Background: an optimization exercise with open tools, aiming at small area, a short achievable clock period and few clock cycles per item. Do not read the settings as production practice. At most, simulation tests tie the RTL to the original design; equivalence was not proved. Power is estimated from default activity; no workload was simulated.

Setup of old:
## tlb_lru_random_replace_top
module tlb_lru_random_replace_top(
	input  logic                 clk,
	input  logic                 arst_n,
	input  logic                 cfg_we,
	input  logic                 cfg_data,
	input  logic                 in_valid,
	output logic                 in_stall,
	input  tlbrr_pkg::in_item_t  in_data,
	output logic                 out_valid,
	input  logic                 out_stall,
	output tlbrr_pkg::out_item_t out_data
);
Size: ~3,100 cells after synthesis, about 1,000 flip-flops, roughly 0.044 mm2 of cells after synthesis.
make LEC_CHECK=0 CAP_MARGIN=20 CORE_MARGIN=2 CORE_UTILIZATION=40 CTS_CLUSTER_DIAMETER=100 CTS_CLUSTER_SIZE=24 PLACE_DENSITY=0.75 SETUP_SLACK_MARGIN=4.5 SLEW_MARGIN=60 finish   # period 7.5 ns
run.sh (not shown) runs the stock make flow with config.mk's settings and CLKGATE_MAP_FILE= SYNTH_SCRIPT=/design/flow/synth_recipe.tcl, a recipe that flattens the netlist after the stock synthesis.
Input-level comparison between new and old:
- removing PLACE_DENSITY (formerly 0.75)
- changing SETUP_SLACK_MARGIN from 4.5 to 4.6
- Every stage of the flow completed for new, and the final layout passed the timing, design-rule and antenna checks.
- new vs old on design internal power: new is the higher one.
- Relative to old, post-route clock period utilization has gone down in new.
- The number of instances resized during post-cts repair in new sits about 65% above the value recorded for old.
- new has overall track demand over capacity in global routing above what old had.
- NOTE detail-routed net length per standard cell old->new increased by a little under 10%
- Comparing new and old, the lower total half-perimeter wirelength after legalization and detailed placement is on old.
- Between new and old, the total number of multi-input combinational cells figures differ only marginally.
No functional check of the RTL was part of any run of this note.


== exp/ember ==
tlb_lru_random_replace_top, a different RTL version from the one above (not shown whole).
For scale: ~3100 cells after synthesis, ~1000 flip-flops, about 48 I/O pins.
clock: 7.5 ns
lec_check: 0
cap_margin: 20
core_margin: 2
core_utilization: 40
cts_cluster_diameter: 100
cts_cluster_size: 24
setup_slack_margin: 4.4
slew_margin: 60
exp/ember: no failed stages, no open violations at the end
Testbench counts of exp/ember, summed over its fixed seeds: cycles 20,832, items 20,800.
[inputs] exp/xenon vs exp/ember
- changing SETUP_SLACK_MARGIN from 4.4 to 4.5
--- outcome ---
- exp/xenon completed end to end with timing, DRC and antenna clean.
- Compare exp/xenon and exp/ember | total power lower: exp/ember
- Going from exp/ember to exp/xenon, number of design-rule violations left by the first detailed-router iteration shrinks by 188.
- Cell internal power dissipation grows slightly when moving from exp/ember to exp/xenon.
## Diff of input files: exp/cedar against exp/xenon
- SETUP_SLACK_MARGIN now 4.8, was 4.5
--- outcome ---
- In exp/cedar, the routed length on met3 came out 32% above the value in exp/xenon.
- Changes observed in exp/cedar relative to exp/xenon: data arrival time at the worst-slack endpoint now smaller, routed wire length now larger.
- Post-CTS setup buffer count: exp/cedar vs exp/xenon up 78
- When the final numbers for exp/xenon and exp/cedar were put side by side, the transition time at the pin with the least slew margin turned out to be greater in exp/cedar.
- Delta (exp/cedar minus exp/xenon): total power went up 3.5%, fraction of met1 tracks used by global routing went up 0.91 points.
- Of exp/xenon and exp/cedar, the run reporting the higher utilization was exp/cedar.
[inputs] exp/indigo vs exp/cedar
- a change of SETUP_SLACK_MARGIN from 4.8 to 4.6
==> comparison <==
- [diff] register-to-register slack, exp/indigo relative to exp/cedar: regression
- From exp/cedar to exp/indigo the numbers moved as follows: final instance area fell 3400 um^2; global router's overall resource usage went down 0.84 points.
- exp/indigo ended up with a lower relative area of non-clock buffer cells in the final design than exp/cedar did.
- Going from exp/cedar to exp/indigo, power density over the cells grew by a few percent.
- exp/indigo vs. exp/cedar: worst hold margin moved down, final design utilization decreased 3.1 points, area of the mapped netlist did not really move.
- Setup slack ends up lower on exp/indigo.
> inputs changed (exp/indigo -> exp/quartz)
- SETUP_SLACK_MARGIN now 4.7, was 4.6
==> comparison <==
Between exp/quartz and exp/indigo, the relative slew slack is lower for exp/indigo.
On exp/quartz: fraction of power consumed by the clock network is 0.4 points lower than what exp/indigo gave.
Looking at area growth from synthesis to layout, exp/quartz sits 2.8 points higher than exp/indigo does.
Combined global-route utilization of all metal layers for exp/quartz is higher than for exp/indigo.
[compare] base=exp/indigo new=exp/quartz: combinational share of power higher; worst-case vdd ir drop moved up; area of the die saw little to no change; multi-input combinational gate total comparable.
exp/quartz and exp/indigo ended up with roughly the same tightest hold margin.
On share of final-layout standard cells stronger than drive strength 1, the higher figure sits with exp/quartz, not exp/indigo.
In the flow results for exp/quartz and exp/indigo, the achievable clock frequency is larger on exp/quartz.


Another version of the RTL of tlb_lru_random_replace_top (not shown whole).
For scale: about 1000 flip-flops, about 48 I/O pins, roughly 45000 µm² of cells after synthesis.
// tlb_lru_random_replace_top
module tlb_lru_random_replace_top(
	input  logic                 clk,
	input  logic                 arst_n,
	input  logic                 cfg_we,
	input  logic                 cfg_data,
	input  logic                 in_valid,
	output logic                 in_stall,
	input  tlbrr_pkg::in_item_t  in_data,
	output logic                 out_valid,
	input  logic                 out_stall,
	output tlbrr_pkg::out_item_t out_data
);
make LEC_CHECK=0 CAP_MARGIN=20 CORE_MARGIN=2 CORE_UTILIZATION=40 CTS_CLUSTER_DIAMETER=100 CTS_CLUSTER_SIZE=24 SETUP_SLACK_MARGIN=4.5 SLEW_MARGIN=60 finish   # period 7.5 ns
Rerun with:
- SLEW_MARGIN: 60 -> 20
The changed run produced a clean layout.
First-iteration DRC count rises by 12%.
Global-route usage is higher by 0.41 points.
Critical path depth is lower by 1.
Synthesized area stays the same.
Power hardly moves.
Utilization went down by 0.69 points.
Combinational power decreases by about 1%.
Rerun with:
- CAP_MARGIN: 20 -> 40
- SLEW_MARGIN: 20 -> 80
Sequential cell count stays the same.
Hold slack improves by 0.015 ns.
Die area is unchanged.
Via count went up by 7.3%.
Setup slack degrades by 0.11 ns.
Sequential share of layout area went down by 6.4 points.
Utilization went up by 5.7 points.
No run of this note included a check of the RTL's function; only the layout flow was run.


tlb_lru_random_replace_top again, from the RTL that the note above started with.
Settings: LEC_CHECK=0, ABC_AREA=1, CAP_MARGIN=20, CORE_MARGIN=2, CORE_UTILIZATION=40, CTS_CLUSTER_DIAMETER=100, CTS_CLUSTER_SIZE=24, SETUP_SLACK_MARGIN=4.5, SLEW_MARGIN=60; clock period 7.5 ns.
Change:
- ABC_AREA: 1 -> not set
- CTS_BUF_LIST: not set -> sky130_fd_sc_hd__clkbuf_8
- CTS_CLUSTER_DIAMETER: 100 -> not set
- CTS_CLUSTER_SIZE: 24 -> 20
- SLEW_MARGIN: 60 -> 20
Effect: The new run went through all stages and came out clean. Die area came out higher slightly. Flip-flop and latch count does not change. Setup slack is better by 0.30 ns. Global-route usage came out lower by 1.0 points.
Change:
- CTS_BUF_LIST: sky130_fd_sc_hd__clkbuf_8 -> not set
- CTS_CLUSTER_DIAMETER: not set -> 100
- CTS_CLUSTER_SIZE: 20 -> 24
- SETUP_SLACK_MARGIN: 4.5 -> 4.3
Outcome: The changed run went through all stages and came out clean; synthesized cell count does not change; power decreases by 15%; clock skew goes down by 0.041 ns; worst setup slack loses 0.11 ns; utilization is lower by 3.0 points; non-clock buffer count decreases by 68; via count is lower by 5.1%; cell area drops by 6.3%.
Function was not checked in any run of this note: the RTL went through the layout flow alone.

[port drivers added, routing unchanged]
No port has a modelled driver above. Below, the same layouts with a new extraction and two added sets of constraints.
Step 1 assumes that a clkbuf_16 drives the clock port and a buf_2 every other input.
Step 2, shift: input delay + t, output delay - t, t = (earliest + latest rising clock arrival at the registers) / 2. This alone moves slack from input paths to output paths.
a / b / c = ideal / step 1 / step 2; a / b = the first two.
run | t, ns | setup slack, ns | clock arrival spread, ns | worst slew at a driven data input, ns
old | 0.724 | 4.442 / 4.442 / 3.922 | 0.049 / 0.049 | 0.06
new | 0.742 | 4.595 / 4.571 / 3.904 | 0.067 / 0.068 | 0.06
exp/ember | 0.721 | 4.463 / 4.397 / 3.846 | 0.034 / 0.034 | 0.06
exp/xenon | 0.734 | 4.581 / 4.515 / 3.933 | 0.085 / 0.085 | 0.05
exp/cedar | 0.750 | 4.655 / 4.637 / 4.186 | 0.042 / 0.043 | 0.05
exp/indigo | 0.744 | 4.619 / 4.588 / 3.926 | 0.073 / 0.073 | 0.06
exp/quartz | 0.739 | 4.677 / 4.605 / 4.023 | 0.082 / 0.082 | 0.06
the first run of note 3 | 0.740 | 4.431 / 4.431 / 3.884 | 0.078 / 0.078 | 0.06
the second run of note 3 | 0.732 | 4.367 / 4.367 / 3.896 | 0.064 / 0.065 | 0.06
the third run of note 3 | 0.746 | 4.257 / 4.257 / 3.918 | 0.065 / 0.065 | 0.06
the first run of note 4 | 0.730 | 4.052 / 4.052 / 3.814 | 0.077 / 0.076 | 0.09
the second run of note 4 | 0.919 | 4.351 / 4.351 / 3.665 | 0.085 / 0.085 | 0.06
the third run of note 4 | 0.730 | 4.237 / 4.237 / 3.721 | 0.047 / 0.048 | 0.06
After both steps every run listed still meets setup and hold. The setup slack of exp/indigo, which loses most, moves by -0.031 ns with the drivers and by -0.693 ns with both steps.
